What follows belongs to an exercise in optimizing a design on an open flow for small area and a short achievable clock period; a production flow would make more cautious choices.
Only simulation tests tie the RTL to the original design; equivalence was not proved.
Power is estimated from default activity; no workload was simulated.

File: flow/design.v
module data_bus #(
  parameter int RAM_WORDS = 64,
  parameter int DEBOUNCE  = 4
) (
  input  logic        clk,
  input  logic        reset,
  input  logic        memwrite,
  input  logic [31:0] addr,
  input  logic [31:0] writedata,
  output logic [31:0] readdata,
  input  logic [4:0]  SW,
  output logic [6:0]  gled,
  output logic [6:0]  gled2,
  output logic [6:0]  gled3,
  output logic [6:0]  gled4
);
  localparam int AW = $clog2(RAM_WORDS);
  localparam int CW = (DEBOUNCE < 2) ? 1 : $clog2(DEBOUNCE);
  logic [31:0]   r_ram [RAM_WORDS];
  logic [15:0]   r_disp;
  logic [4:0]    r_sw_s1;
  logic [4:0]    r_sw_s2;
  logic [4:0]    r_sw_cand;
  logic [CW-1:0] r_db_cnt;
  logic [4:0]    r_swreg;
  logic [31:0]   r_timer;
  logic [31:0]   r_cmp;
  logic          r_match;
  logic                 w_page0;
  logic                 w_ram_blk;    
  logic                 w_per_blk;    
  logic [RAM_WORDS-1:0] w_sel_ram;    
  logic [7:0]           w_sel_per;    
  assign w_page0   = (addr[31:16] == 16'h0000);
  assign w_ram_blk = (addr[31:AW+2] == '0);
  assign w_per_blk = w_page0 && (addr[15:5] == 11'h7F8);
  always_comb begin
    for (int i = 0; i < RAM_WORDS; i++) w_sel_ram[i] = (addr[AW+1:2] == AW'(i));
    for (int i = 0; i < 8; i++)         w_sel_per[i] = (addr[4:2] == 3'(i));
  end
  function automatic logic [6:0] seg7(input logic [3:0] h);
    case (h)
      4'h0: seg7 = 7'b1000000;
      4'h1: seg7 = 7'b1111001;
      4'h2: seg7 = 7'b0100100;
      4'h3: seg7 = 7'b0110000;
      4'h4: seg7 = 7'b0011001;
      4'h5: seg7 = 7'b0010010;
      4'h6: seg7 = 7'b0000010;
      4'h7: seg7 = 7'b1111000;
      4'h8: seg7 = 7'b0000000;
      4'h9: seg7 = 7'b0010000;
      4'hA: seg7 = 7'b0001000;
      4'hB: seg7 = 7'b0000011;
      4'hC: seg7 = 7'b1000110;
      4'hD: seg7 = 7'b0100001;
      4'hE: seg7 = 7'b0000110;
      default: seg7 = 7'b0001110;
    endcase
  endfunction
  logic [15:0] w_disp_shown;
  assign w_disp_shown = reset ? r_disp : 16'h0000;
  assign gled  = seg7(w_disp_shown[3:0]);
  assign gled2 = seg7(w_disp_shown[7:4]);
  assign gled3 = seg7(w_disp_shown[11:8]);
  assign gled4 = seg7(w_disp_shown[15:12]);
  logic [4:0]  w_ps;
  logic [31:0] w_rd_ram;
  logic [31:0] w_rd_per;
  assign w_ps = {5{w_per_blk}} & w_sel_per[4:0];
  always_comb begin
    w_rd_ram = 32'h0;
    for (int i = 0; i < RAM_WORDS; i++) w_rd_ram = w_rd_ram | (r_ram[i] & {32{w_sel_ram[i]}});
    w_rd_per = ({16'h0, r_disp}   & {32{w_ps[0]}})
             | ({27'h0, r_swreg}  & {32{w_ps[1]}})
             | (r_timer           & {32{w_ps[2]}})
             | (r_cmp             & {32{w_ps[3]}})
             | ({31'h0, r_match}  & {32{w_ps[4]}});
    readdata = (w_rd_ram & {32{w_ram_blk}}) | w_rd_per;
  end
  for (genvar i = 0; i < RAM_WORDS; i++) begin : g_ram
    always_ff @(posedge clk) begin
      if (memwrite && w_ram_blk && w_sel_ram[i]) r_ram[i] <= writedata;
    end
  end
  always_ff @(posedge clk) begin
    if (!reset) begin
      r_disp <= 16'h0000;
      r_cmp  <= 32'hFFFF_FFFF;
    end else if (memwrite) begin
      if (w_ps[0]) r_disp <= writedata[15:0];
      if (w_ps[3]) r_cmp  <= writedata;
    end
  end
  always_ff @(posedge clk) begin
    if (!reset) begin
      r_timer <= 32'h0;
      r_match <= 1'b0;
    end else begin
      if (memwrite && w_ps[2]) r_timer <= writedata;
      else                     r_timer <= r_timer + 32'd1;
      if (r_timer == r_cmp)                       r_match <= 1'b1;
      else if (memwrite && w_ps[4] && writedata[0]) r_match <= 1'b0;
    end
  end
  always_ff @(posedge clk) begin
    if (!reset) begin
      r_sw_s1   <= 5'h0;
      r_sw_s2   <= 5'h0;
      r_sw_cand <= 5'h0;
      r_db_cnt  <= '0;
      r_swreg   <= 5'h0;
    end else begin
      r_sw_s1 <= SW;
      r_sw_s2 <= r_sw_s1;
      if (r_sw_s2 == r_swreg) begin
        r_sw_cand <= r_sw_s2;
        r_db_cnt  <= '0;
      end else if (r_sw_s2 != r_sw_cand) begin
        r_sw_cand <= r_sw_s2;
        r_db_cnt  <= CW'(1);
      end else if (r_db_cnt == CW'(DEBOUNCE - 1)) begin
        r_swreg  <= r_sw_s2;
        r_db_cnt <= '0;
      end else begin
        r_db_cnt <= r_db_cnt + 1'b1;
      end
    end
  end
endmodule
File: flow/flow/run.sh
#!/bin/bash
# Own flow: the standard layout (standard.sh) with these changes:
#  - synthesis reads flow/impl.v, the RTL with its address decode and load path written as
#    explicit standard cells (made by gen/make_impl.py; same registers, same function);
#  - the rest of the logic is mapped with an area-oriented ABC script (flow/abc_area.script);
#    registers, their names and cell types are as in the standard synthesis;
#  - ports are buffered with buf_4 rather than a delay cell;
#  - clock tree synthesis uses larger sink clusters of clkbuf_16 without dummy loads, and
#    timing is repaired once, after global routing, rather than also after clock tree synthesis.
# Each tool's output is kept in a log file in this folder.
set -euo pipefail
WORK=$(pwd)
export MY_WORK=$WORK
export MY_ABC_SCRIPT=$WORK/flow/abc_area.script
export CTS_ARGS="-sink_clustering_enable -repair_clock_nets -sink_clustering_size 25 -sink_clustering_max_diameter 100 -buf_list sky130_fd_sc_hd__clkbuf_16 -dont_use_dummy_load"
export BUFFER_PORTS_ARGS="-buffer_cell sky130_fd_sc_hd__buf_4"
export SKIP_CTS_REPAIR_TIMING=1
sed -e "s#SYNTH_SCRIPT=[^ ]*#SYNTH_SCRIPT=$WORK/flow/my_synth.tcl VERILOG_FILES=$WORK/flow/impl.v#" standard.sh > my_standard.sh
grep -q "my_synth.tcl" my_standard.sh
bash my_standard.sh > flow_make.log 2>&1
for f in orfs/logs/*/data_bus/base/*.log; do cp "$f" "log_$(basename "$f")"; done
test -f out/final.def
File: flow/flow/abc_area.script
strash
ifraig
scorr
dc2
dch -f
map -a
topo
stime -c
File: flow/flow/impl.v
// rtl/data_bus.sv - core data bus: word RAM, hex display, debounced switches, timer/compare
module data_bus #(
  parameter int RAM_WORDS = 64,
  parameter int DEBOUNCE  = 4
) (
  input  logic        clk,
  input  logic        reset,
  input  logic        memwrite,
  input  logic [31:0] addr,
  input  logic [31:0] writedata,
  output logic [31:0] readdata,
  input  logic [4:0]  SW,
  output logic [6:0]  gled,
  output logic [6:0]  gled2,
  output logic [6:0]  gled3,
  output logic [6:0]  gled4
);

  localparam int AW = $clog2(RAM_WORDS);
  // Count only has to reach DEBOUNCE-1; the load happens on that cycle.
  localparam int CW = (DEBOUNCE < 2) ? 1 : $clog2(DEBOUNCE);

  logic [31:0]   r_ram [RAM_WORDS];
  logic [15:0]   r_disp;
  logic [4:0]    r_sw_s1;
  logic [4:0]    r_sw_s2;
  logic [4:0]    r_sw_cand;
  logic [CW-1:0] r_db_cnt;
  logic [4:0]    r_swreg;
  logic [31:0]   r_timer;
  logic [31:0]   r_cmp;
  logic          r_match;

  // Address decode. RAM word selects use only the word-index bits addr[7:2]; the block checks
  // (page 0 and the rest of the address) are applied separately, at the end of the load path.
  logic                 w_page0;
  logic                 w_ram_blk;   // addr[31:8] == 0: RAM window
  logic                 w_per_blk;   // addr[31:5] == 0xFF00 >> 5: peripheral window
  logic [RAM_WORDS-1:0] w_sel_ram;   // one-hot on addr[7:2]
  logic [7:0]           w_sel_per;   // one-hot on addr[4:2]

  assign w_page0   = (addr[31:16] == 16'h0000);
  assign w_per_blk = w_page0 && (addr[15:5] == 11'h7F8);
  always_comb begin
    for (int i = 0; i < 8; i++) w_sel_per[i] = (addr[4:2] == 3'(i));
  end

  // RAM window (addr[31:8] all zero), applied late in the load path, and word lines: 3-bit
  // predecodes of addr[4:2] and addr[7:5], and a NOR2 per word.
  wire [5:0] c_z;
  wire       c_y0_n, c_y1_n;
  for (genvar m = 0; m < 6; m++) begin : g_blk
    sky130_fd_sc_hd__nor4_1 u_z (.A(addr[8+4*m]), .B(addr[9+4*m]), .C(addr[10+4*m]), .D(addr[11+4*m]), .Y(c_z[m]));
  end
  sky130_fd_sc_hd__nand3_1 u_y0 (.A(c_z[0]), .B(c_z[1]), .C(c_z[2]), .Y(c_y0_n));
  sky130_fd_sc_hd__nand3_1 u_y1 (.A(c_z[3]), .B(c_z[4]), .C(c_z[5]), .Y(c_y1_n));
  sky130_fd_sc_hd__nor2_1  u_rb (.A(c_y0_n), .B(c_y1_n), .Y(w_ram_blk));
  wire       c_rb_n;
  sky130_fd_sc_hd__or2_2   u_rbn (.A(c_y0_n), .B(c_y1_n), .X(c_rb_n));

  wire [7:2] c_an;
  wire [7:0] c_pa_n;
  wire [7:0] c_pb_n;
  for (genvar k = 2; k < 8; k++) begin : g_ainv
    sky130_fd_sc_hd__inv_4 u_inv (.A(addr[k]), .Y(c_an[k]));
  end
  for (genvar j = 0; j < 8; j++) begin : g_pre
    sky130_fd_sc_hd__nand3_4 u_pa (.A((j % 2) ? addr[2] : c_an[2]), .B(((j / 2) % 2) ? addr[3] : c_an[3]),
                           .C((j / 4) ? addr[4] : c_an[4]), .Y(c_pa_n[j]));
    sky130_fd_sc_hd__nand3_4 u_pb (.A((j % 2) ? addr[5] : c_an[5]), .B(((j / 2) % 2) ? addr[6] : c_an[6]),
                           .C((j / 4) ? addr[7] : c_an[7]), .Y(c_pb_n[j]));
  end
  wire [RAM_WORDS-1:0] c_wl;
  for (genvar i = 0; i < RAM_WORDS; i++) begin : g_wl
    sky130_fd_sc_hd__nor2_4 u_wl (.A(c_pa_n[i % 8]), .B(c_pb_n[i / 8]), .Y(c_wl[i]));
  end
  assign w_sel_ram = c_wl;

  // RAM write enables: their own predecode (off the load path's word lines), with the store
  // and the RAM window check folded into the addr[7:5] predecode.
  wire       c_wr;
  wire [7:0] c_wpa_n;
  wire [7:0] c_wpb_n;
  wire [RAM_WORDS-1:0] c_we;
  sky130_fd_sc_hd__and2_1 u_wr (.A(memwrite), .B(w_ram_blk), .X(c_wr));
  for (genvar j = 0; j < 8; j++) begin : g_wpre
    sky130_fd_sc_hd__nand3_1 u_pa (.A((j % 2) ? addr[2] : c_an[2]), .B(((j / 2) % 2) ? addr[3] : c_an[3]),
                           .C((j / 4) ? addr[4] : c_an[4]), .Y(c_wpa_n[j]));
    sky130_fd_sc_hd__nand4_1 u_pb (.A((j % 2) ? addr[5] : c_an[5]), .B(((j / 2) % 2) ? addr[6] : c_an[6]),
                           .C((j / 4) ? addr[7] : c_an[7]), .D(c_wr), .Y(c_wpb_n[j]));
  end
  for (genvar i = 0; i < RAM_WORDS; i++) begin : g_we
    sky130_fd_sc_hd__nor2_1 u_we (.A(c_wpa_n[i % 8]), .B(c_wpb_n[i / 8]), .Y(c_we[i]));
  end

  // Active-low segments, bit0=a .. bit6=g.
  function automatic logic [6:0] seg7(input logic [3:0] h);
    case (h)
      4'h0: seg7 = 7'b1000000;
      4'h1: seg7 = 7'b1111001;
      4'h2: seg7 = 7'b0100100;
      4'h3: seg7 = 7'b0110000;
      4'h4: seg7 = 7'b0011001;
      4'h5: seg7 = 7'b0010010;
      4'h6: seg7 = 7'b0000010;
      4'h7: seg7 = 7'b1111000;
      4'h8: seg7 = 7'b0000000;
      4'h9: seg7 = 7'b0010000;
      4'hA: seg7 = 7'b0001000;
      4'hB: seg7 = 7'b0000011;
      4'hC: seg7 = 7'b1000110;
      4'hD: seg7 = 7'b0100001;
      4'hE: seg7 = 7'b0000110;
      default: seg7 = 7'b0001110;
    endcase
  endfunction

  // Blank to zeros while reset is held, even before the first reset edge.
  logic [15:0] w_disp_shown;
  assign w_disp_shown = reset ? r_disp : 16'h0000;
  assign gled  = seg7(w_disp_shown[3:0]);
  assign gled2 = seg7(w_disp_shown[7:4]);
  assign gled3 = seg7(w_disp_shown[11:8]);
  assign gled4 = seg7(w_disp_shown[15:12]);

  // Combinational load: AND-OR over one-hot selects; anything unmapped reads as zero.
  logic [4:0]  w_ps;
  assign w_ps = {5{w_per_blk}} & w_sel_per[4:0];
  // Load path per bit: AOI222 over three word lines at a time, AND4/AND3 (active-low "some
  // word of this block selected and set"), AO21 pairs with the inverted RAM window, and a
  // final NAND4 with the register terms. AND and AO cells have a strong output stage for the
  // long wires between the levels.
  for (genvar b = 0; b < 32; b++) begin : g_rd
    wire [21:0] l1;
    wire [5:0]  l2;
    wire        h0_n, h1_n, h2_n, p_n;
    for (genvar g = 0; g < 21; g++) begin : g_l1
      sky130_fd_sc_hd__a222oi_1 u (.A1(c_wl[3*g]),   .A2(r_ram[3*g][b]),
                                  .B1(c_wl[3*g+1]), .B2(r_ram[3*g+1][b]),
                                  .C1(c_wl[3*g+2]), .C2(r_ram[3*g+2][b]), .Y(l1[g]));
    end
    sky130_fd_sc_hd__nand2_1 u_l1_21 (.A(c_wl[63]), .B(r_ram[63][b]), .Y(l1[21]));
    for (genvar g = 0; g < 4; g++) begin : g_l2
      sky130_fd_sc_hd__and4_2 u (.A(l1[4*g]), .B(l1[4*g+1]), .C(l1[4*g+2]), .D(l1[4*g+3]), .X(l2[g]));
    end
    sky130_fd_sc_hd__and3_2 u_l2_4 (.A(l1[16]), .B(l1[17]), .C(l1[18]), .X(l2[4]));
    sky130_fd_sc_hd__and3_2 u_l2_5 (.A(l1[19]), .B(l1[20]), .C(l1[21]), .X(l2[5]));
    sky130_fd_sc_hd__a21o_2 u_l3_0 (.A1(l2[0]), .A2(l2[1]), .B1(c_rb_n), .X(h0_n));
    sky130_fd_sc_hd__a21o_2 u_l3_1 (.A1(l2[2]), .A2(l2[3]), .B1(c_rb_n), .X(h1_n));
    sky130_fd_sc_hd__a21o_2 u_l3_2 (.A1(l2[4]), .A2(l2[5]), .B1(c_rb_n), .X(h2_n));
    if (b == 0) begin : g_p5
      wire p0_n, p1_n;
      sky130_fd_sc_hd__a222oi_1 u_p0 (.A1(w_ps[0]), .A2(r_disp[b]), .B1(w_ps[1]), .B2(r_swreg[b]),
                                     .C1(w_ps[2]), .C2(r_timer[b]), .Y(p0_n));
      sky130_fd_sc_hd__a22oi_1 u_p1 (.A1(w_ps[3]), .A2(r_cmp[b]), .B1(w_ps[4]), .B2(r_match), .Y(p1_n));
      sky130_fd_sc_hd__and2_1 u_p (.A(p0_n), .B(p1_n), .X(p_n));
    end else if (b < 5) begin : g_p4
      wire p0_n, p1_n;
      sky130_fd_sc_hd__a22oi_1 u_p0 (.A1(w_ps[0]), .A2(r_disp[b]), .B1(w_ps[1]), .B2(r_swreg[b]), .Y(p0_n));
      sky130_fd_sc_hd__a22oi_1 u_p1 (.A1(w_ps[2]), .A2(r_timer[b]), .B1(w_ps[3]), .B2(r_cmp[b]), .Y(p1_n));
      sky130_fd_sc_hd__and2_1 u_p (.A(p0_n), .B(p1_n), .X(p_n));
    end else if (b < 16) begin : g_p3
      sky130_fd_sc_hd__a222oi_1 u_p0 (.A1(w_ps[0]), .A2(r_disp[b]), .B1(w_ps[2]), .B2(r_timer[b]),
                                     .C1(w_ps[3]), .C2(r_cmp[b]), .Y(p_n));
    end else begin : g_p2
      sky130_fd_sc_hd__a22oi_1 u_p0 (.A1(w_ps[2]), .A2(r_timer[b]), .B1(w_ps[3]), .B2(r_cmp[b]), .Y(p_n));
    end
    sky130_fd_sc_hd__nand4_4 u_o (.A(h0_n), .B(h1_n), .C(h2_n), .D(p_n), .Y(readdata[b]));
  end

  // RAM store; contents survive reset and stores still land while reset is held.
  for (genvar i = 0; i < RAM_WORDS; i++) begin : g_ram
    always_ff @(posedge clk) begin
      if (c_we[i]) r_ram[i] <= writedata;
    end
  end

  // Display and compare registers written from the bus.
  always_ff @(posedge clk) begin
    if (!reset) begin
      r_disp <= 16'h0000;
      r_cmp  <= 32'hFFFF_FFFF;
    end else if (memwrite) begin
      if (w_ps[0]) r_disp <= writedata[15:0];
      if (w_ps[3]) r_cmp  <= writedata;
    end
  end

  // Free-running timer with bus load, and sticky MATCH where a set beats a clear.
  always_ff @(posedge clk) begin
    if (!reset) begin
      r_timer <= 32'h0;
      r_match <= 1'b0;
    end else begin
      if (memwrite && w_ps[2]) r_timer <= writedata;
      else                     r_timer <= r_timer + 32'd1;
      if (r_timer == r_cmp)                       r_match <= 1'b1;
      else if (memwrite && w_ps[4] && writedata[0]) r_match <= 1'b0;
    end
  end

  // Switch synchronizer and debouncer: candidate must hold DEBOUNCE cycles to replace SWREG.
  always_ff @(posedge clk) begin
    if (!reset) begin
      r_sw_s1   <= 5'h0;
      r_sw_s2   <= 5'h0;
      r_sw_cand <= 5'h0;
      r_db_cnt  <= '0;
      r_swreg   <= 5'h0;
    end else begin
      r_sw_s1 <= SW;
      r_sw_s2 <= r_sw_s1;
      if (r_sw_s2 == r_swreg) begin
        r_sw_cand <= r_sw_s2;
        r_db_cnt  <= '0;
      end else if (r_sw_s2 != r_sw_cand) begin
        r_sw_cand <= r_sw_s2;
        r_db_cnt  <= CW'(1);
      end else if (r_db_cnt == CW'(DEBOUNCE - 1)) begin
        r_swreg  <= r_sw_s2;
        r_db_cnt <= '0;
      end else begin
        r_db_cnt <= r_db_cnt + 1'b1;
      end
    end
  end

endmodule
File: flow/flow/my_synth.tcl
# Standard synthesis (synth_recipe.tcl, unchanged) with one difference: the combinational
# mapping step uses an area-oriented ABC script (flow/abc_area.script). Registers, their
# names and cell types are exactly as in the standard synthesis.
proc abc {args} {
  set i [lsearch -exact $args -script]
  if {$i >= 0} { lset args [expr {$i+1}] $::env(MY_ABC_SCRIPT) }
  puts "own flow: abc $args"
  yosys abc {*}$args
}
source $::env(MY_WORK)/synth_recipe.tcl
File: flow/standard.sh
#!/bin/bash
# synth_recipe.tcl (not shown) runs the flow's synth.tcl, then flattens the netlist and writes it again
# the make line also repeats each setting of config.mk as NAME=value (left out here)
make -C /OpenROAD-flow-scripts/flow DESIGN_CONFIG=/design/flow/config.mk WORK_HOME=/design/flow/orfs CLKGATE_MAP_FILE= SYNTH_SCRIPT=/design/flow/synth_recipe.tcl "${@:-finish}"
File: flow/config.mk
export PLATFORM = sky130hd
export DESIGN_NAME = data_bus
export DESIGN_NICKNAME = data_bus
export VERILOG_FILES = /design/flow/design.v
export SDC_FILE = /design/flow/constraint.sdc
export NUM_CORES = 4
export LEC_CHECK = 0
export CAP_MARGIN = 5
export CORE_MARGIN = 2
export CORE_UTILIZATION = 55
export SETUP_SLACK_MARGIN = 2.6
export SLEW_MARGIN = 5
File: flow/constraint.sdc
create_clock -name core_clock -period 7.0 [get_ports {clk}]
set_input_delay 1.4000 -clock core_clock [delete_from_list [all_inputs] [get_ports {clk}]]
set_output_delay 1.4000 -clock core_clock [all_outputs]
set_load 0.01 [all_outputs]
==> impl_metrics.py, run 1 <==
metrics = {
    "global_routing": {
        "grt_pass1_vias": 42060,
        "grt_use_total_pct": 30.87,
        "grt_pass1_wl_mm": 317.8,
        "gr-total-overflow": 0,
        "antenna_found_initial": 5,
        "grt_max_degree": 68,
    },
    "worst_setup_path": {
        "required_ns": 5.60,
        "worstSetupPathDepth": 8,
        "cp_top_family": "simple AND/OR/NAND/NOR gates",
        "r2r_cells": 12,
        "worst_path_most_repeated_cell": "buf_4",
        "cp-start-kind": "input port",
        "critPathMaxFanout": 19,
        "critPathKind": "input port to output pin",
        "slowest_delay_ns": 0.45,
        "r2r-start": "r_timer[2]",
        "endpoint_kind": "output pin",
        "cp-endpoint": "readdata[27]",
        "crit_path_top_delay_cell": "nor4_1",
        "worstSetupStartpoint": "addr[24]",
        "crit_path_cell_trace": "buf_4 > nor4_1 > nand3_2 > or2_4 > buf_4 > a21o_2 > nand4_4 > buf_6",
        "r2r-end": "r_timer[31]",
        "rrSetupSlack_ns": 3.62,
        "crit_arrival_ns": 3.71,
        "crit_buf_inv": 3,
    },
    "worst_hold_path": {
        "min_path_type": "flop to flop",
        "whs_path_depth": 2,
    },
    "logic_synthesis": {
        "synthDistinctLibCells": 37,
        "synth_area_per_cell_um2": 19.46,
        "synth_edf_count": 2048,
        "syn_inst": 4055,
        "yosys_warnings": 2,
        "synth_fp_nets": 4153,
        "yosysMostFrequentCell": "edfxtp_1",
        "ys_top_cells_by_count": "edfxtp_1, a222oi_1, nand2_1, nor2_1, and4_2",
        "synthArstFlopShare_pct": 0,
        "ys_seq_area_share_pct": 80.54,
        "yosys.area.top_type": "edfxtp_1",
        "ys_seq_elements": 2151,
        "synthFlopType": "edfxtp_1",
        "synthTopCellsByArea": "edfxtp_1, a222oi_1, dfxtp_1, and4_2, a21o_2",
        "netlist_area_um2": 78920,
        "synth_top_area_share_pct": 77.93,
    },
    "clock_network": {
        "cts.sinks": 2151,
        "clock_path_buffers": 3,
        "cts_buffers": 96,
        "clkTransAtPathRegs_ns": 0.09,
        "htreeDepth": 3,
        "clock-root-buffer": "clkbuf_16",
        "insertion_delay_ns": 0.74,
        "cts_tree": "yes",
    },
    "placement": {
        "pre_cts_ws_ns": 1.287,
        "io_buffers": 129,
        "routabilityCongestion": 0.8899,
        "dp_hpwl_mm": 132.2,
        "post-place-cells": 6242,
        "place_area_um2": 84080,
    },
    "timing": {
        "hold_viol": 0,
        "worst_pin_slew_ns": 0.9743,
        "finalMaxSlewViolations": 0,
        "fin_skew_ns": 0.01398,
        "setup_viol": 0,
        "fin_crit_ns": 5.105,
        "rsz0062_at_grt": "yes",
        "fin_crit_sh_pct": 72.93,
        "fin_setup_tns_ns": 0,
        "clock.fmax_mhz": 195.9,
        "fin_ws_ns": 1.895,
        "maxSlewHeadroom_pct": 35.04,
    },
    "die": {
        "die_area_um2": 146500,
        "core_um2": 141900,
        "num_rows": 138,
        "die_y_um": 382.8,
        "io_pins": 132,
        "start_util_pct": 55.60,
        "dieWidth_um": 382.8,
    },
    "detailed_routing": {
        "drt_iter0_markers": 10020,
        "drt_pre_antenna_iters": 13,
        "viasPerCell": 7.124,
        "drc": 0,
        "wl_per_cell_um": 37.09,
        "vias": 47900,
        "wirelength_mm": 249.4,
        "drtAntennaViolNets": 0,
    },
    "power_and_ir_drop": {
        "power_frac_seq_pct": 66.9,
        "p_int_mw": 16.74,
        "leakage_nw": 27.69,
        "total_power_mw": 21.03,
        "ir_drop_mv": 0.2638,
        "switchingPower_mw": 4.287,
        "power_frac_comb_pct": 3.7,
        "cellPowerDensity_nw_per_um2": 229.4,
        "p_clk_share_pct": 29.4,
        "netSwitchingFraction_pct": 20.39,
    },
    "cells_and_area": {
        "n_fill_cell": 9774,
        "syn_to_final_growth_pct": 16.15,
        "design_area_um2": 91660,
        "stdcell_count": 6724,
        "finish.net_count": 4933,
        "drive_gt1_share_pct": 26.65,
    },
    "flow_run": {
        "max_cap_viol_count": 0,
    },
    "run_status": {
        "outcome": "finished clean",
    },
}
==> power groups by stage <==
stage | registers (mW) | logic [mW] | clock network [mW]
floorplan | 14.4 | 0.173 | 0
global placement | 14.4 | 0.591 | 0
detailed placement | 14.4 | 0.603 | 0
CTS | 14.1 | 0.603 | 6.23
global route | 14.1 | 0.802 | 6.61
finish | 14.1 | 0.783 | 6.18
==> worst register-to-register path, delay by kind of cell, from the launching register on <==
family | cells | cell delay (ns)
compound gates | 1 | 0.07
xor+xnor | 1 | 0.19
flops | 1 | 0.48
simple gates | 10 | 2.54
==> state kept, by name, summed over array words and instances (netlist names) <==
register   count
r_sw_s2        5
r_sw_s1        5
r_cmp         32
r_swreg        5
r_ram       2048
r_sw_cand      5
r_db_cnt       2
r_disp        16
r_match        1
r_timer       32
==> worst min-delay path by stage <==
| stage | from | endpoint |
|---|---|---|
| floorplan | r_sw_s1[0] | r_sw_s2[0] |
| global placement | r_sw_s1[3] | r_sw_s2[3] |
| detailed placement | r_sw_s1[3] | r_sw_s2[3] |
| CTS | r_sw_s1[3] | r_sw_s2[3] |
| global route | r_sw_s1[0] | r_sw_s2[0] |
| finish | r_sw_s1[2] | r_sw_s2[2] |
==> area by class of cell <==
| cell class | instances | area, µm² | area share (%) |
|---|---|---|---|
| multi-input combinational | 1828 | 16220 | 17.69 |
| inverter | 117 | 550.5 | 0.6006 |
| antenna | 1 | 2.502 | 0.002730 |
| clock buffer | 96 | 2402 | 2.621 |
| tap | 1890 | 2365 | 2.580 |
| sequential | 2151 | 63560 | 69.34 |
| timing repair buffer | 640 | 6555 | 7.151 |
| timing repair inverter | 1 | 8.758 | 0.009555 |
==> logic make-up after synthesis <==
group / after synthesis / synth area share (%)
AO/OA/AOI/OAI: 999 / 11.37
flip-flops: 2151 / 80.54
AND/OR/NAND/NOR: 719 / 6.624
buffers and inverters: 117 / 0.5755
adder cells (fa/ha/maj): 26 / 0.4122
XOR/XNOR: 43 / 0.4772
==> layout by cell type, fill, tap and decap left out, types with 7 or more instances in the layout <==
master / count
and3_2: 58
nor2_4: 162
nand4_4: 32
a32oi_1: 7
nor3_1: 12
and4_2: 101
nor2_1: 68
edfxtp_1: 2048
a21o_2: 60
inv_2: 7
buf_16: 7
a21oi_1: 71
buf_8: 13
o21ai_0: 76
and4_4: 27
buf_4: 478
clkinv_1: 99
nand4_1: 21
buf_12: 82
nand3_1: 43
buf_6: 41
o22ai_1: 10
a21o_4: 36
xor2_1: 23
ha_1: 26
xnor2_1: 20
dfxtp_1: 103
nor2_2: 8
nand3_4: 16
a22oi_1: 29
nor4_1: 24
nand2_1: 156
clkbuf_16: 115
a222oi_1: 684
nand3_2: 8
and3_4: 7
==> per-layer routing <==
metal / GRT usage (%) / wire [µm]
met4: 9.974 / 9390
met1: 44.68 / 94230
met2: 47.99 / 115400
met5: 0 / 13
met3: 5.606 / 30410
==> through the flow <==
stage / hold WS, ns / util (%)
3_5_place_dp: 0.3891 / 59.24
6_report: 0.3993 / 64.58
5_1_grt: 0.4182 / 64.58
4_1_cts: 0.4021 / 60.93
3_3_place_gp: 0.3921 / 59.24
2_1_floorplan: 0.3833 / -
==> run 2, diff against run 1 <==
--- a/flow/config.mk
+++ b/flow/config.mk
@@ -9,4 +9,4 @@
 export CORE_MARGIN = 2
 export CORE_UTILIZATION = 55
-export SETUP_SLACK_MARGIN = 2.6
+export SETUP_SLACK_MARGIN = 2.4
 export SLEW_MARGIN = 5
==> run 2 against run 1 <==
Sequential share of layout area rose by 0.17 points. Critical path type unchanged. Core utilization fell by 0.16 points. Clock power barely moved. Highest routed layer unchanged.
==> impl_metrics.py, run 2 <==
metrics = {
    "run_status": {
        "outcome": "finished clean",
    },
    "die": {
        "num_rows": 138,
        "die_area_um2": 146500,
        "start_util_pct": 55.60,
        "dieWidth_um": 382.8,
        "core_um2": 141900,
        "io_pins": 132,
        "die_y_um": 382.8,
    },
    "timing": {
        "fin_ws_ns": 1.950,
        "finalMaxSlewViolations": 0,
        "fin_skew_ns": 0.02191,
        "worst_pin_slew_ns": 1.209,
        "hold_ws_ns": 0.3992,
        "rsz0062_at_grt": "yes",
        "hold_viol": 0,
        "fin_crit_ns": 5.050,
        "clock.fmax_mhz": 198.0,
        "fin_crit_sh_pct": 72.15,
        "maxSlewHeadroom_pct": 19.19,
        "fin_setup_tns_ns": 0,
        "setup_viol": 0,
    },
    "clock_network": {
        "cts.sinks": 2151,
        "clock-root-buffer": "clkbuf_16",
        "clkTransAtPathRegs_ns": 0.09,
        "htreeDepth": 3,
        "cts_buffers": 96,
        "cts_tree": "yes",
        "insertion_delay_ns": 0.74,
        "clock_path_buffers": 3,
    },
    "worst_setup_path": {
        "crit_path_cell_trace": "buf_16 > inv_16 > nand3_4 > buf_6 > nor2_4 > buf_12 > buf_12 > a222oi_1 > and4_4 > a21o_4 > nand4_4 > buf_6",
        "crit_arrival_ns": 3.65,
        "cp-start-kind": "input port",
        "r2r-end": "r_timer[31]",
        "required_ns": 5.60,
        "rrSetupSlack_ns": 3.62,
        "crit_path_top_delay_cell": "a222oi_1",
        "r2r_cells": 12,
        "critPathMaxFanout": 6,
        "crit_buf_inv": 6,
        "endpoint_kind": "output pin",
        "critPathKind": "input port to output pin",
        "r2r-start": "r_timer[0]",
        "cp_top_family": "buffers and inverters",
        "slowest_delay_ns": 0.49,
    },
    "logic_synthesis": {
        "netlist_area_um2": 78920,
        "synthFlopType": "edfxtp_1",
        "synth_top_area_share_pct": 77.93,
        "ys_seq_elements": 2151,
        "synth_edf_count": 2048,
        "syn_inst": 4055,
        "ys_top_cells_by_count": "edfxtp_1, a222oi_1, nand2_1, nor2_1, and4_2",
        "yosysMostFrequentCell": "edfxtp_1",
        "synth_area_per_cell_um2": 19.46,
        "synthTopCellsByArea": "edfxtp_1, a222oi_1, dfxtp_1, and4_2, a21o_2",
        "yosys_warnings": 2,
        "synth_fp_nets": 4153,
        "synthArstFlopShare_pct": 0,
        "synthDistinctLibCells": 37,
        "yosys.area.top_type": "edfxtp_1",
        "ys_seq_area_share_pct": 80.54,
    },
    "detailed_routing": {
        "vias": 47540,
        "drc": 0,
        "wl_per_cell_um": 37.01,
        "drt_pre_antenna_iters": 15,
        "drtAntennaViolNets": 0,
        "wirelength_mm": 247.6,
        "drt_iter0_markers": 10470,
        "viasPerCell": 7.107,
    },
    "cells_and_area": {
        "largest_reg_flops": 2048,
        "top_regs": "r_ram (2048), r_cmp (32), r_timer (32)",
        "final_cell_mix": "edfxtp_1, a222oi_1, buf_4",
        "final_common_cell": "edfxtp_1",
        "finish.net_count": 4898,
        "drive_gt1_share_pct": 25.82,
        "top_register": "r_ram",
        "post-route-util_pct": 64.43,
        "syn_to_final_growth_pct": 15.87,
    },
    "power_and_ir_drop": {
        "leakage_nw": 27.54,
        "ir_drop_mv": 0.2239,
        "cellPowerDensity_nw_per_um2": 229.6,
    },
    "worst_hold_path": {
        "hold_end": "r_sw_s2[0]",
        "min_path_type": "flop to flop",
        "whs_path_depth": 2,
        "min_from": "r_sw_s1[0]",
    },
    "placement": {
        "dp_hpwl_mm": 131.6,
        "io_buffers": 129,
        "pre_cts_ws_ns": 1.313,
        "routabilityCongestion": 0.8937,
    },
    "global_routing": {
        "use_met3_pct": 5.562,
        "gr-total-overflow": 0,
        "grt_use_met1_pct": 45.54,
        "top_usage_layer": "met2",
        "grt_pass1_vias": 41880,
        "grt_use_met2_pct": 46.94,
        "grt_max_degree": 68,
        "grt_pass1_wl_mm": 317.4,
        "grt_use_total_pct": 30.89,
        "antenna_found_initial": 7,
    },
    "flow_run": {
        "max_cap_viol_count": 0,
    },
}
-- run 2: cell counts after synthesis --
No cell type changed its count.
-- run 2: kinds of logic (layout without fill, tap and decap cells) --
kind of cell | Yosys count | count (layout) | synth area share [%]
compound gates | 999 | 999 | 11.37
xor+xnor | 43 | 43 | 0.4772
fa+ha+maj | 26 | 26 | 0.4122
buf+inv | 117 | 824 | 0.5755
flops | 2151 | 2151 | 80.54
other cells | 0 | 1 | 0
simple gates | 719 | 755 | 6.624
-- run 2: stage by stage --
step	std cells	total power, mW	area, µm²
after detailed placement	6218	14.96	83850
final	6689	20.99	91440
after floorplan	4055	14.53	78930
after CTS	6314	20.87	86260
after global routing	6688	21.47	91440
after global placement	6218	14.95	83850
-- run 2: worst max-delay path by stage --
| stage | cells past startpoint | start | slack, ns | end |
|---|---|---|---|---|
| after detailed placement | 10 | addr[3] | 1.31 | readdata[0] |
| after CTS | 10 | addr[3] | 1.32 | readdata[0] |
| final | 12 | addr[5] | 1.95 | readdata[25] |
| after global placement | 9 | addr[6] | 1.31 | readdata[6] |
| after global routing | 12 | addr[3] | 1.95 | readdata[17] |
| after floorplan | 9 | addr[9] | 2.42 | readdata[1] |
-- run 2: worst min-delay path, stage by stage (launching register included) --
cell and delay, ns:
dfxtp_1 0.31, clkinv_1 0.03, nor2_1 0.03
-- run 2: layer usage --
| metal | part of all wire [%] | vias to the layer above |
|---|---|---|
| li1 | - | 19510 |
| met1 | 38 | 24390 |
| met2 | 45 | 3240 |
| met3 | 12 | 398 |
| met4 | 4.5 | 4 |
| met5 | 0.0097 | - |
-- run 2: report_power, final --
group          switching, mW  internal (mW)  leakage, nW
combinational          0.548          0.224         7.13
clock                   3.70           2.46         1.18
sequential           0.00442           14.1         19.2
total                   4.25           16.7         27.5
-- run 2: layout make-up --
| class | count | area (µm²) |
|---|---|---|
| fill | 9783 | 50490 |
| clock buffer | 96 | 2402 |
| sequential | 2151 | 63560 |
| antenna | 1 | 2.502 |
| multi-input combinational | 1823 | 16130 |
| tap | 1890 | 2365 |
| timing repair buffer | 611 | 6476 |
| inverter | 117 | 505.5 |
==> run 3, diff against run 2 <==
--- a/flow/flow/run.sh
+++ b/flow/flow/run.sh
@@ -6,6 +6,5 @@
 #    registers, their names and cell types are as in the standard synthesis;
 #  - ports are buffered with buf_4 rather than a delay cell;
-#  - clock tree synthesis uses larger sink clusters of clkbuf_16 without dummy loads, and
-#    timing is repaired once, after global routing, rather than also after clock tree synthesis.
+#  - clock tree synthesis uses larger sink clusters of clkbuf_16 without dummy loads.
 # Each tool's output is kept in a log file in this folder.
 set -euo pipefail
@@ -15,5 +14,4 @@
 export CTS_ARGS="-sink_clustering_enable -repair_clock_nets -sink_clustering_size 25 -sink_clustering_max_diameter 100 -buf_list sky130_fd_sc_hd__clkbuf_16 -dont_use_dummy_load"
 export BUFFER_PORTS_ARGS="-buffer_cell sky130_fd_sc_hd__buf_4"
-export SKIP_CTS_REPAIR_TIMING=1
 sed -e "s#SYNTH_SCRIPT=[^ ]*#SYNTH_SCRIPT=$WORK/flow/my_synth.tcl VERILOG_FILES=$WORK/flow/impl.v#" standard.sh > my_standard.sh
 grep -q "my_synth.tcl" my_standard.sh
==> run 3 against run 2 <==
First-iteration DRC count down 0.37%. Global-route usage up 2.5 points. Critical path depth unchanged. Via count about the same. Cell count up 0.64%. Cell area up 0.98%. Die area unchanged. Routed wire length up 0.58%. Clock skew down 0.013 ns.
==> impl_metrics.py, run 3 <==
metrics = {
    "detailed_routing": {
        "drt_iter0_markers": 10430,
        "drt_pre_antenna_iters": 10,
        "viasPerCell": 7.066,
        "wl_per_cell_um": 36.99,
        "drc": 0,
        "vias": 47570,
        "wirelength_mm": 249.0,
        "drtAntennaViolNets": 0,
    },
    "power_and_ir_drop": {
        "p_int_mw": 16.76,
        "netSwitchingFraction_pct": 20.27,
        "power_frac_comb_pct": 3.8,
        "cellPowerDensity_nw_per_um2": 227.6,
        "switchingPower_mw": 4.260,
        "ir_drop_mv": 0.2193,
        "leakage_nw": 28.01,
        "p_clk_share_pct": 29.3,
        "power_frac_seq_pct": 66.9,
    },
    "logic_synthesis": {
        "synthTopCellsByArea": "edfxtp_1, a222oi_1, dfxtp_1, and4_2, a21o_2",
        "synth_top_area_share_pct": 77.93,
        "yosys_warnings": 2,
        "ys_seq_area_share_pct": 80.54,
        "synth_fp_nets": 4153,
        "syn_inst": 4055,
        "muxShareOfSynthArea_pct": 0,
        "synth_top_family_by_area": "compound AO/OA/AOI/OAI gates",
        "synthDistinctLibCells": 37,
        "yosys.area.top_type": "edfxtp_1",
        "synth_compound_gate_area_share_pct": 11.37,
        "synth_area_per_cell_um2": 19.46,
        "synth_edf_count": 2048,
        "synth_xor_area_share_pct": 0.4772,
        "ys_top_cells_by_count": "edfxtp_1, a222oi_1, nand2_1, nor2_1, and4_2",
        "synthArstFlopShare_pct": 0,
        "synth_adder_area_share_pct": 0.4122,
        "synthFlopType": "edfxtp_1",
        "ys_seq_elements": 2151,
        "netlist_area_um2": 78920,
        "yosysMostFrequentCell": "edfxtp_1",
        "synth-simple-area-share_pct": 6.624,
    },
    "cells_and_area": {
        "drive_gt1_share_pct": 26.29,
        "diodes": 0,
        "final_cell_mix": "edfxtp_1, a222oi_1, buf_4",
        "syn_to_final_growth_pct": 17.00,
        "top_regs": "r_ram (2048), r_cmp (32), r_timer (32)",
        "final_common_cell": "edfxtp_1",
        "post-route-util_pct": 65.06,
        "top_register": "r_ram",
        "largest_reg_flops": 2048,
        "finish.net_count": 4942,
        "stdcell_count": 6732,
    },
    "timing": {
        "hold_ws_ns": 0.3993,
        "fin_ws_ns": 1.976,
        "fin_crit_sh_pct": 71.77,
        "fin_setup_tns_ns": 0,
        "clock.fmax_mhz": 199.1,
        "worst_pin_slew_ns": 1.247,
        "hold_viol": 0,
        "maxSlewHeadroom_pct": 16.86,
        "rsz0062_at_grt": "yes",
        "fin_skew_ns": 0.008970,
        "fin_crit_ns": 5.024,
        "setup_viol": 0,
        "finalMaxSlewViolations": 0,
    },
    "die": {
        "io_pins": 132,
        "die_area_um2": 146500,
        "die_y_um": 382.8,
        "start_util_pct": 55.60,
        "core_um2": 141900,
        "dieWidth_um": 382.8,
        "num_rows": 138,
    },
    "global_routing": {
        "grt_pass1_vias": 44070,
        "antenna_found_initial": 4,
        "grt_pass1_wl_mm": 341.0,
        "grt_max_degree": 68,
        "gr-total-overflow": 0,
        "grt_use_total_pct": 33.42,
    },
    "flow_run": {
        "max_cap_viol_count": 0,
    },
    "clock_network": {
        "cts.sinks": 2151,
        "clock_path_buffers": 3,
        "cts_hold_buf": 0,
        "insertion_delay_ns": 0.74,
        "htreeDepth": 3,
        "cts_tree": "yes",
        "clkTransAtPathRegs_ns": 0.09,
        "cts_buffers": 96,
        "clock-root-buffer": "clkbuf_16",
    },
    "placement": {
        "io_buffers": 129,
        "dp_hpwl_mm": 131.6,
        "pre_cts_ws_ns": 1.313,
        "post-place-cells": 6218,
        "routabilityCongestion": 0.8937,
    },
    "worst_setup_path": {
        "crit_arrival_ns": 3.62,
        "required_ns": 5.60,
        "cp-start-kind": "input port",
        "critPathKind": "input port to output pin",
        "endpoint_kind": "output pin",
        "critPathMaxFanout": 19,
    },
    "worst_hold_path": {
        "min_path_type": "flop to flop",
    },
    "run_status": {
        "outcome": "finished clean",
    },
}
-- run 3: cell counts after synthesis --
Identical to the previous run, type by type.
-- run 3: per-stage QoR --
step                total power, mW  cell area (µm²)
floorplan                     14.53            78930
global placement              14.95            83850
detailed placement            14.96            83850
CTS                           21.03            91540
global route                  21.49            92330
finish                        21.02            92330
-- run 3: power by group through the flow --
| stage | combinational, mW | clock, mW | sequential, mW |
|---|---|---|---|
| final | 0.793 | 6.16 | 14.1 |
| after global routing | 0.816 | 6.61 | 14.1 |
| after CTS | 0.757 | 6.20 | 14.1 |
| after detailed placement | 0.600 | 0 | 14.4 |
| after global placement | 0.588 | 0 | 14.4 |
| after floorplan | 0.172 | 0 | 14.4 |
-- run 3: cell type report --
type	instances	area, µm²
inverters	117	521.8
flip-flops and latches	2151	63560
clock buffers	96	2402
well taps	1890	2365
repair buffers	656	7202
fillers	9635	49600
multi-input cells	1822	16280
-- run 3: kinds of logic after synthesis --
| group | Yosys count |
|---|---|
| flops | 2151 |
| buf+inv | 117 |
| compound gates | 999 |
| fa+ha+maj | 26 |
| xor+xnor | 43 |
| simple gates | 719 |
-- run 3: metal layers --
metal | wire length [µm] | GRT usage, %
met5 | 16 | 0
met3 | 29780 | 6.359
met2 | 113300 | 51.01
met1 | 94580 | 48.19
met4 | 11330 | 12.77
-- run 3: worst paths after layout --
path / startpoint / end / slack [ns] / cells past startpoint
max: addr[5] / readdata[10] / 1.98 / 12
min: r_sw_s1[0] / r_sw_s2[0] / 0.40 / 2
max reg2reg: r_timer[2] / r_timer[31] / 3.59 / 12
min reg2reg: r_sw_s1[0] / r_sw_s2[0] / 0.40 / 2
-- run 3: worst max-delay path, stage by stage --
cell and delay [ns]:
buf_16 0.13, buf_12 0.14, nand3_4 0.12, buf_4 0.13, nor2_4 0.04, buf_12 0.14, buf_4 0.22, a222oi_1 0.24
and4_2 0.37, a21o_2 0.32, nand4_4 0.16, buf_4 0.18
-- run 3: what timing repair did --
action                                  4_1_cts  5_1_grt
buffers inserted                            298       69
gates cloned                                 47        4
pin swaps                                   231      101
endpoints found under the setup margin       45      442
gates resized for setup                     295       48
==> run 4, diff against run 3 <==
--- a/flow/flow/impl.v
+++ b/flow/flow/impl.v
@@ -56,6 +56,4 @@
   sky130_fd_sc_hd__nand3_1 u_y1 (.A(c_z[3]), .B(c_z[4]), .C(c_z[5]), .Y(c_y1_n));
   sky130_fd_sc_hd__nor2_1  u_rb (.A(c_y0_n), .B(c_y1_n), .Y(w_ram_blk));
-  wire       c_rb_n;
-  sky130_fd_sc_hd__or2_2   u_rbn (.A(c_y0_n), .B(c_y1_n), .X(c_rb_n));
 
   wire [7:2] c_an;
@@ -127,26 +125,20 @@
   logic [4:0]  w_ps;
   assign w_ps = {5{w_per_blk}} & w_sel_per[4:0];
-  // Load path per bit: AOI222 over three word lines at a time, AND4/AND3 (active-low "some
-  // word of this block selected and set"), AO21 pairs with the inverted RAM window, and a
-  // final NAND4 with the register terms. AND and AO cells have a strong output stage for the
-  // long wires between the levels.
+  // Load path per bit: AOI22 over two word lines, NAND4 per eight words, OAI21 pairs gated by
+  // the RAM window (the last pair as AOI221 that also takes the register terms), final NAND4.
   for (genvar b = 0; b < 32; b++) begin : g_rd
-    wire [21:0] l1;
-    wire [5:0]  l2;
-    wire        h0_n, h1_n, h2_n, p_n;
-    for (genvar g = 0; g < 21; g++) begin : g_l1
-      sky130_fd_sc_hd__a222oi_1 u (.A1(c_wl[3*g]),   .A2(r_ram[3*g][b]),
-                                  .B1(c_wl[3*g+1]), .B2(r_ram[3*g+1][b]),
-                                  .C1(c_wl[3*g+2]), .C2(r_ram[3*g+2][b]), .Y(l1[g]));
-    end
-    sky130_fd_sc_hd__nand2_1 u_l1_21 (.A(c_wl[63]), .B(r_ram[63][b]), .Y(l1[21]));
-    for (genvar g = 0; g < 4; g++) begin : g_l2
-      sky130_fd_sc_hd__and4_2 u (.A(l1[4*g]), .B(l1[4*g+1]), .C(l1[4*g+2]), .D(l1[4*g+3]), .X(l2[g]));
-    end
-    sky130_fd_sc_hd__and3_2 u_l2_4 (.A(l1[16]), .B(l1[17]), .C(l1[18]), .X(l2[4]));
-    sky130_fd_sc_hd__and3_2 u_l2_5 (.A(l1[19]), .B(l1[20]), .C(l1[21]), .X(l2[5]));
-    sky130_fd_sc_hd__a21o_2 u_l3_0 (.A1(l2[0]), .A2(l2[1]), .B1(c_rb_n), .X(h0_n));
-    sky130_fd_sc_hd__a21o_2 u_l3_1 (.A1(l2[2]), .A2(l2[3]), .B1(c_rb_n), .X(h1_n));
-    sky130_fd_sc_hd__a21o_2 u_l3_2 (.A1(l2[4]), .A2(l2[5]), .B1(c_rb_n), .X(h2_n));
+    wire [31:0] l1;
+    wire [7:0]  l2;
+    wire        h0_n, h1_n, h2_n, h3_n, p;
+    for (genvar g = 0; g < 32; g++) begin : g_l1
+      sky130_fd_sc_hd__a22oi_1 u (.A1(c_wl[2*g]), .A2(r_ram[2*g][b]), .B1(c_wl[2*g+1]), .B2(r_ram[2*g+1][b]), .Y(l1[g]));
+    end
+    for (genvar g = 0; g < 8; g++) begin : g_l2
+      sky130_fd_sc_hd__nand4_1 u (.A(l1[4*g]), .B(l1[4*g+1]), .C(l1[4*g+2]), .D(l1[4*g+3]), .Y(l2[g]));
+    end
+    sky130_fd_sc_hd__o21ai_2 u_l3_0 (.A1(l2[0]), .A2(l2[1]), .B1(w_ram_blk), .Y(h0_n));
+    sky130_fd_sc_hd__o21ai_2 u_l3_1 (.A1(l2[2]), .A2(l2[3]), .B1(w_ram_blk), .Y(h1_n));
+    sky130_fd_sc_hd__o21ai_2 u_l3_2 (.A1(l2[4]), .A2(l2[5]), .B1(w_ram_blk), .Y(h2_n));
+    sky130_fd_sc_hd__a221oi_2 u_l3_3 (.A1(w_ram_blk), .A2(l2[6]), .B1(w_ram_blk), .B2(l2[7]), .C1(p), .Y(h3_n));
     if (b == 0) begin : g_p5
       wire p0_n, p1_n;
@@ -154,17 +146,19 @@
                                      .C1(w_ps[2]), .C2(r_timer[b]), .Y(p0_n));
       sky130_fd_sc_hd__a22oi_1 u_p1 (.A1(w_ps[3]), .A2(r_cmp[b]), .B1(w_ps[4]), .B2(r_match), .Y(p1_n));
-      sky130_fd_sc_hd__and2_1 u_p (.A(p0_n), .B(p1_n), .X(p_n));
+      sky130_fd_sc_hd__nand2_1 u_p (.A(p0_n), .B(p1_n), .Y(p));
     end else if (b < 5) begin : g_p4
       wire p0_n, p1_n;
       sky130_fd_sc_hd__a22oi_1 u_p0 (.A1(w_ps[0]), .A2(r_disp[b]), .B1(w_ps[1]), .B2(r_swreg[b]), .Y(p0_n));
       sky130_fd_sc_hd__a22oi_1 u_p1 (.A1(w_ps[2]), .A2(r_timer[b]), .B1(w_ps[3]), .B2(r_cmp[b]), .Y(p1_n));
-      sky130_fd_sc_hd__and2_1 u_p (.A(p0_n), .B(p1_n), .X(p_n));
+      sky130_fd_sc_hd__nand2_1 u_p (.A(p0_n), .B(p1_n), .Y(p));
     end else if (b < 16) begin : g_p3
+      wire p0_n;
       sky130_fd_sc_hd__a222oi_1 u_p0 (.A1(w_ps[0]), .A2(r_disp[b]), .B1(w_ps[2]), .B2(r_timer[b]),
-                                     .C1(w_ps[3]), .C2(r_cmp[b]), .Y(p_n));
+                                     .C1(w_ps[3]), .C2(r_cmp[b]), .Y(p0_n));
+      sky130_fd_sc_hd__inv_1 u_p (.A(p0_n), .Y(p));
     end else begin : g_p2
-      sky130_fd_sc_hd__a22oi_1 u_p0 (.A1(w_ps[2]), .A2(r_timer[b]), .B1(w_ps[3]), .B2(r_cmp[b]), .Y(p_n));
-    end
-    sky130_fd_sc_hd__nand4_4 u_o (.A(h0_n), .B(h1_n), .C(h2_n), .D(p_n), .Y(readdata[b]));
+      sky130_fd_sc_hd__a22o_1 u_p (.A1(w_ps[2]), .A2(r_timer[b]), .B1(w_ps[3]), .B2(r_cmp[b]), .X(p));
+    end
+    sky130_fd_sc_hd__nand4_4 u_o (.A(h0_n), .B(h1_n), .C(h2_n), .D(h3_n), .Y(readdata[b]));
   end
 
--- a/flow/config.mk
+++ b/flow/config.mk
@@ -9,4 +9,4 @@
 export CORE_MARGIN = 2
 export CORE_UTILIZATION = 55
-export SETUP_SLACK_MARGIN = 2.4
+export SETUP_SLACK_MARGIN = 2.5
 export SLEW_MARGIN = 5
==> run 4 against run 3 <==
Still clean on timing, DRC and antenna. Clock power rose by 1%. Non-clock buffer count fell by 53. Global-route usage rose by 0.81 points. Sequential share of layout area fell by 0.47 points. Combinational power fell by 5.8%. Maximum frequency fell by 5.7%. Worst hold slack barely moved. Via count rose by 3.6%. Count of clock-buffer cells in the layout did not move. Area after synthesis rose by 1.5%. Cell count rose by 6.3%.
==> impl_metrics.py, run 4 <==
metrics = {
    "cells_and_area": {
        "final_common_cell": "edfxtp_1",
        "top_register": "r_ram",
        "diodes": 0,
        "top_regs": "r_ram (2048), r_cmp (32), r_timer (32)",
        "largest_reg_flops": 2048,
        "syn_to_final_growth_pct": 16.03,
        "design_area_um2": 92960,
        "post-route-util_pct": 64.02,
        "finish.net_count": 5338,
        "final_cell_mix": "edfxtp_1, a22oi_1, buf_4",
        "drive_gt1_share_pct": 22.13,
    },
    "global_routing": {
        "antenna_found_initial": 5,
        "grt_use_total_pct": 34.23,
        "grt_pass1_wl_mm": 353.3,
        "grt_pass1_vias": 45000,
        "grt_max_degree": 68,
        "gr-total-overflow": 0,
    },
    "worst_hold_path": {
        "min_path_type": "flop to flop",
        "whs_path_depth": 2,
        "hold_end": "r_sw_s2[4]",
        "min_from": "r_sw_s1[4]",
    },
    "detailed_routing": {
        "drt_pre_antenna_iters": 7,
        "drt_iter0_markers": 7017,
        "wirelength_mm": 257.4,
        "drtAntennaViolNets": 0,
        "viasPerCell": 6.888,
        "drc": 0,
        "wl_per_cell_um": 35.97,
        "vias": 49280,
    },
    "die": {
        "core_um2": 145200,
        "io_pins": 132,
        "dieWidth_um": 385.7,
        "die_y_um": 385.7,
        "num_rows": 140,
        "die_area_um2": 148700,
        "start_util_pct": 55.17,
    },
    "flow_run": {
        "max_cap_viol_count": 0,
    },
    "logic_synthesis": {
        "synth_top_area_share_pct": 76.76,
        "synthFlopType": "edfxtp_1",
        "ys_seq_elements": 2151,
        "yosysMostFrequentCell": "edfxtp_1",
        "netlist_area_um2": 80120,
        "synth_fp_nets": 4579,
        "synthArstFlopShare_pct": 0,
        "synth_edf_count": 2048,
        "yosys.area.top_type": "edfxtp_1",
        "synthTopCellsByArea": "edfxtp_1, a22oi_1, dfxtp_1, nand4_1, o21ai_2",
        "synthDistinctLibCells": 39,
        "synth_area_per_cell_um2": 17.88,
        "syn_inst": 4481,
        "ys_seq_area_share_pct": 79.33,
        "yosys_warnings": 2,
        "ys_top_cells_by_count": "edfxtp_1, a22oi_1, nand4_1, nor2_1, nand2_1",
    },
    "worst_setup_path": {
        "crit_arrival_ns": 3.93,
        "r2r-end": "r_timer[28]",
        "cp_top_family": "compound AO/OA/AOI/OAI gates",
        "required_ns": 5.60,
        "crit_buf_inv": 5,
        "critPathMaxFanout": 6,
        "r2r_cells": 16,
        "endpoint_kind": "output pin",
        "worst_path_most_repeated_cell": "buf_6",
        "critPathKind": "input port to output pin",
        "slowest_delay_ns": 0.73,
        "rrSetupSlack_ns": 3.56,
        "r2r-start": "r_timer[0]",
        "crit_path_cell_trace": "buf_16 > buf_8 > nand3_4 > buf_6 > nor2_4 > buf_6 > a22oi_2 > nand4_1 > a221oi_4 > nand4_4 > buf_6",
        "cp-start-kind": "input port",
        "crit_path_top_delay_cell": "a221oi_4",
    },
    "timing": {
        "fin_crit_ns": 5.326,
        "maxSlewHeadroom_pct": 18.40,
        "setup_viol": 0,
        "fin_skew_ns": 0.03956,
        "fin_ws_ns": 1.674,
        "fin_crit_sh_pct": 76.08,
        "clock.fmax_mhz": 187.8,
        "hold_viol": 0,
        "rsz0062_at_grt": "yes",
        "fin_setup_tns_ns": 0,
        "finalMaxSlewViolations": 0,
        "worst_pin_slew_ns": 1.223,
    },
    "power_and_ir_drop": {
        "leakage_nw": 28.11,
        "p_clk_share_pct": 29.6,
        "switchingPower_mw": 4.347,
        "power_frac_seq_pct": 66.9,
        "cellPowerDensity_nw_per_um2": 226.3,
        "ir_drop_mv": 0.2192,
        "total_power_mw": 21.04,
        "power_frac_comb_pct": 3.6,
        "p_int_mw": 16.69,
        "netSwitchingFraction_pct": 20.67,
    },
    "placement": {
        "routabilityCongestion": 0.8969,
        "io_buffers": 129,
        "pre_cts_ws_ns": 1.073,
        "dp_hpwl_mm": 134.0,
        "place_area_um2": 85130,
    },
    "clock_network": {
        "htreeDepth": 3,
        "clock_path_buffers": 3,
        "cts_tree": "yes",
        "cts_buffers": 96,
        "cts_hold_buf": 0,
        "cts.sinks": 2151,
        "clock-root-buffer": "clkbuf_16",
        "clkTransAtPathRegs_ns": 0.09,
        "insertion_delay_ns": 0.76,
    },
    "run_status": {
        "outcome": "finished clean",
    },
}
[run 4: cell types whose count changed after synthesis, sizes merged, moves of 32 or more]
cell    change
o21ai      +96
nand4     +256
a221oi     +32
a22oi    +1008
and4      -128
a222oi    -672
a21o       -96
and3       -64
[run 4: cell type report]
type	count	area (µm²)
tap	1917	2399
clock buffer	96	2402
timing repair buffer	603	5977
sequential	2151	63560
multi-input combinational	2260	18110
fill	10130	52250
inverter	128	511.7
[run 4: through the flow]
stage / instances / hold slack [ns]
final: 7155 / 0.3993
after detailed placement: 6676 / 0.3901
after floorplan: 4481 / 0.3833
after CTS: 7069 / 0.4034
after global routing: 7155 / 0.4193
after global placement: 6676 / 0.3918
[run 4: power groups by stage]
stage / clock, mW / combinational [mW] / sequential (mW)
after detailed placement: 0 / 0.586 / 14.4
after global routing: 6.65 / 0.767 / 14.1
after CTS: 6.25 / 0.710 / 14.1
final: 6.22 / 0.747 / 14.1
after floorplan: 0 / 0.163 / 14.4
after global placement: 0 / 0.574 / 14.4
[run 4: cell families (layout without fill, tap and decap cells)]
logic type,Yosys count,after routing,share of synthesized area (%)
flops,2151,2151,79.33
compound gates,1383,1383,13.02
xor+xnor,43,43,0.4701
simple gates,750,808,6.151
fa+ha+maj,26,26,0.4060
buf+inv,128,827,0.6184
[run 4: worst max path at each step]
stage / from / to / slack (ns) / cells past startpoint
global placement: addr[4] / readdata[19] / 1.11 / 10
floorplan: addr[24] / r_ram[0][0] / -0.20 / 6
global route: addr[5] / readdata[27] / 1.74 / 12
detailed placement: addr[4] / readdata[19] / 1.07 / 10
CTS: addr[5] / readdata[24] / 1.80 / 11
finish: addr[5] / readdata[19] / 1.67 / 11
[run 4: worst min-delay path: cells and delay by family (launching register included)]
family / cells / cell delay, ns
and+or+nand+nor: 1 / 0.03
buffers and inverters: 1 / 0.03
DFF: 1 / 0.31
[run 4: per-layer routing]
metal / part of all wire (%) / global-route usage [%] / vias to the layer above
met2: 46 / 52.30 / 2924
li1: - / - / 20470
met1: 39 / 50.15 / 25500
met4: 3.6 / 10.89 / 2
met3: 11 / 6.598 / 391
met5: 0.0047 / 0 / -
[run 4: repair_timing]
item,CTS,global route
pin swaps,193,104
endpoints found under the setup margin,139,254
gates resized for setup,244,76
gates cloned,62,3
setup buffers,235,83

## separate check: timing with driven ports
Ports are ideal in the flow. The routed layouts listed here were re-timed in OpenROAD.
Step 1 (the two cells are an assumption about what drives the block):
set clk [get_ports {clk}]
set_driving_cell -lib_cell sky130_fd_sc_hd__clkbuf_16 $clk
set_driving_cell -lib_cell sky130_fd_sc_hd__buf_2 [delete_from_list [all_inputs] $clk]
Step 2 adds t to the input delays and takes it off the output delays; t is the mean of the earliest and latest rising clock arrival at the registers after step 1. Input paths then give back, and output paths get back, about the clock's delay inside the block.
a / b / c = ideal / step 1 / step 2; a / b = the first two.
| run | t, ns | setup WS [ns] | worst register clock-pin slew, ns |
|---|---|---|---|
| run 1 | 0.815 | 1.895 / 1.715 / 1.715 | 0.11 / 0.11 |
| run 2 | 0.813 | 1.950 / 1.771 / 1.573 | 0.11 / 0.11 |
| run 3 | 0.813 | 1.976 / 1.853 / 1.791 | 0.11 / 0.11 |
| run 4 | 0.820 | 1.674 / 1.608 / 1.608 | 0.11 / 0.11 |
After both steps setup and hold are still met in every run listed. The setup slack of run 2, which loses most, moves by -0.179 ns with the drivers and by -0.377 ns with both steps.
